This design comes from an exercise in tuning for small area and a short achievable clock period on the open sky130 flow, not from production work. Function was checked by simulation only, so behaviour that the tests miss may differ from the original. Power is estimated from default activity; no workload was simulated.

== red ==
// mc_fifo
module mc_fifo
#(
    parameter int WIDTH     = mc_fifo_pkg::DEF_WIDTH,
    parameter int DEPTH     = mc_fifo_pkg::DEF_DEPTH,
    parameter int CHANNELS  = mc_fifo_pkg::DEF_CHANNELS,
    parameter int AF_MARGIN = mc_fifo_pkg::DEF_AF_MARGIN,
    parameter int AE_MARGIN = mc_fifo_pkg::DEF_AE_MARGIN
) (
    input  logic                          clk,
    input  logic                          reset,
    input  logic                          write_en,
    input  logic [mc_fifo_pkg::width_of(CHANNELS)-1:0] wr_ch,
    input  logic [WIDTH-1:0]              data_in,
    input  logic                          read_en,
    input  logic [mc_fifo_pkg::width_of(CHANNELS)-1:0] rd_ch,
    input  logic                          clear_err,
    output logic [WIDTH-1:0]              data_out,
    output logic                          data_valid,
    output logic [CHANNELS-1:0]           full,
    output logic [CHANNELS-1:0]           empty,
    output logic [CHANNELS-1:0]           almost_full,
    output logic [CHANNELS-1:0]           almost_empty,
    output logic [mc_fifo_pkg::width_of(DEPTH):0]      rd_count,
    output logic [CHANNELS-1:0]           overflow,
    output logic [CHANNELS-1:0]           underflow
);
    localparam int CW = mc_fifo_pkg::width_of(CHANNELS);
    localparam int AW = mc_fifo_pkg::width_of(DEPTH);
    localparam int NEN = (WIDTH >= 4) ? 4 : WIDTH;
    if ((DEPTH < 4) || ((DEPTH & (DEPTH - 1)) != 0)) begin : g_bad_depth
        $error("mc_fifo: DEPTH must be a power of two and at least 4");
    end
    if (CHANNELS < 1) begin : g_bad_channels
        $error("mc_fifo: CHANNELS must be at least 1");
    end
    if ((AF_MARGIN < 1) || (AF_MARGIN > DEPTH - 1)) begin : g_bad_af
        $error("mc_fifo: AF_MARGIN must be in 1..DEPTH-1");
    end
    if ((AE_MARGIN < 1) || (AE_MARGIN > DEPTH - 1)) begin : g_bad_ae
        $error("mc_fifo: AE_MARGIN must be in 1..DEPTH-1");
    end
    logic [CHANNELS-1:0] wr_req, rd_req, wr_acc, rd_acc;
    logic [AW-1:0]       count_lo_a [CHANNELS];
    logic [AW:0]         count_rd_a [CHANNELS];
    logic [WIDTH-1:0]    head_a  [CHANNELS];
    logic [(1<<CW)-1:0]  rd_oh;
    mc_fifo_dec #(.AW(CW)) u_rd_dec (
        .idx (rd_ch),
        .sel (rd_oh)
    );
    for (genvar g = 0; g < CHANNELS; g++) begin : g_ch
        assign wr_req[g] = write_en && (wr_ch == CW'(g));
        assign rd_req[g] = read_en && rd_oh[g];
  ...
make LEC_CHECK=0 CAP_MARGIN=0 CORE_MARGIN=2 CORE_UTILIZATION=60 CTS_CLUSTER_DIAMETER=70 CTS_CLUSTER_SIZE=30 SETUP_SLACK_MARGIN=1.65 SLEW_MARGIN=0 SYNTH_HIERARCHICAL=1 SYNTH_MINIMUM_KEEP_SIZE=0 finish   # period 4.0 ns
run.sh (not shown) runs the stock make flow with config.mk's settings and CLKGATE_MAP_FILE= SYNTH_SCRIPT=/design/flow/synth_recipe.tcl, a recipe that flattens the netlist after the stock synthesis.
Input changes introduced in blue (baseline for comparison: red):
-- flow/config.mk --
<<< red, line 9
export CORE_MARGIN = 2
export CORE_UTILIZATION = 60
export CTS_CLUSTER_DIAMETER = 70
>>> blue, line 9
export CORE_MARGIN = 2
export CORE_UTILIZATION = 50
export CTS_CLUSTER_DIAMETER = 70
## What came out
- The initial core utilization number comes out lower for blue vs red.
- [blue vs red] via count: higher in blue
- blue vs. red: layout overhead on the synthesized area went up by 0.99 points.
- | part of the power in combinational logic | red vs blue | ≈ equal |
The inputs of green differ from those of blue as listed below.
-- flow/config.mk --
<<< blue, line 7
export LEC_CHECK = 0
export CAP_MARGIN = 0
export CORE_MARGIN = 2
>>> green, line 7
export LEC_CHECK = 0
export CAP_MARGIN = 20
export CORE_MARGIN = 2
<<< blue, line 13
export SETUP_SLACK_MARGIN = 1.65
export SLEW_MARGIN = 0
export SYNTH_HIERARCHICAL = 1
>>> green, line 13
export SETUP_SLACK_MARGIN = 1.65
export SLEW_MARGIN = 20
export SYNTH_HIERARCHICAL = 1
Findings:
green went all the way through the flow, and no timing, DRC or antenna check failed. On final cell count, blue tracks green almost exactly. Side by side, non-clock buffer count turned out higher in green than in blue. NOTE: register-to-register slack in green falls short of that of blue.

---

mc_fifo again, from the RTL that the note above started with.
clock: 4.0 ns
lec_check: 0
cap_margin: 20
core_margin: 2
core_utilization: 50
cts_cluster_diameter: 70
cts_cluster_size: 30
setup_slack_margin: 1.85
slew_margin: 20
synth_hierarchical: 1
synth_minimum_keep_size: 0
The baseline completed without violations.
Then changed:
Settings changed: CAP_MARGIN 20 to 0, SETUP_SLACK_MARGIN 1.85 to 1.65, SLEW_MARGIN 20 to 0, TNS_END_PERCENT set to 10.
Effect: Via count falls by 2.5%; clock power rose by about 2%; routed wire length came out lower by 3.2%; setup slack degrades by 210 ps; sequential share of layout area goes up by 3.0 points; total power went down by 4.6%; area after synthesis does not change; cell count decreases by 2.0%; clock skew drops by 15 ps; worst hold slack hardly moves; die area does not change.

---

## run a
mc_fifo again, from the RTL that the note above started with.
export LEC_CHECK = 0
export CAP_MARGIN = 0
export CORE_MARGIN = 2
export CORE_UTILIZATION = 70
export CTS_CLUSTER_DIAMETER = 70
export CTS_CLUSTER_SIZE = 30
export SETUP_SLACK_MARGIN = 1.65
export SLEW_MARGIN = 0
export SYNTH_HIERARCHICAL = 1
export SYNTH_MINIMUM_KEEP_SIZE = 0
create_clock -name core_clock -period 4.0 [get_ports {clk}]
The following lists how run b was set up differently from run a:
diff --git a/flow/config.mk b/flow/config.mk
--- a/flow/config.mk
+++ b/flow/config.mk
@@ -7,9 +7,10 @@
 export LEC_CHECK = 0
-export CAP_MARGIN = 0
+export CAP_MARGIN = 20
 export CORE_MARGIN = 2
-export CORE_UTILIZATION = 70
+export CORE_UTILIZATION = 50
 export CTS_CLUSTER_DIAMETER = 70
 export CTS_CLUSTER_SIZE = 30
+export GPL_TIMING_DRIVEN = 0
 export SETUP_SLACK_MARGIN = 1.65
-export SLEW_MARGIN = 0
+export SLEW_MARGIN = 20
 export SYNTH_HIERARCHICAL = 1
Results
Run b ended with less clock skew than run a.
Type of the setup path with the least slack = in -> out: run b; type of the setup path with the least slack = reg -> reg: run a
Per the comparison of run b with run a, critical path depth in cells went down 5, width of the die went up 45 µm, cell area after layout went up about 5%.

## re-timing with driven ports
The results above use ideal ports. As a check the final layouts listed here were re-extracted and re-timed, cells and wires unchanged.
Step 1 assumes that a clkbuf_16 drives the clock port and a buf_2 every other input.
Step 2 also shifts input and output timing later by t, the mid clock arrival at the registers, as if the neighbouring blocks saw the same clock.
a / b / c = ideal ports / drivers / drivers and shift; a / b = the first two.
run	t, ns	slack for setup (ns)	hold WS [ns]	worst setup path at the end	cell pins on the clock port's net
red	0.697	1.675 / 1.608 / 1.068	0.448 / 0.448 / 0.448	input to register	1
blue	0.709	1.680 / 1.612 / 1.053	0.438 / 0.438 / 0.438	input to register	1
green	0.708	1.675 / 1.610 / 1.057	0.439 / 0.439 / 0.439	input to register	1
the first run of note 2	0.698	1.669 / 1.603 / 1.273	0.436 / 0.436 / 0.436	input to register	1
the second run of note 2	0.717	1.458 / 1.392 / 0.932	0.437 / 0.437 / 0.437	input to register	1
run a	0.686	1.638 / 1.618 / 1.044	0.451 / 0.451 / 0.451	input to register	1
run b	0.708	1.660 / 1.598 / 1.015	0.438 / 0.438 / 0.438	input to register	1
After both steps setup and hold are still met in every run listed. The setup slack of run b, which loses most, moves by -0.062 ns with the drivers and by -0.645 ns with both steps.
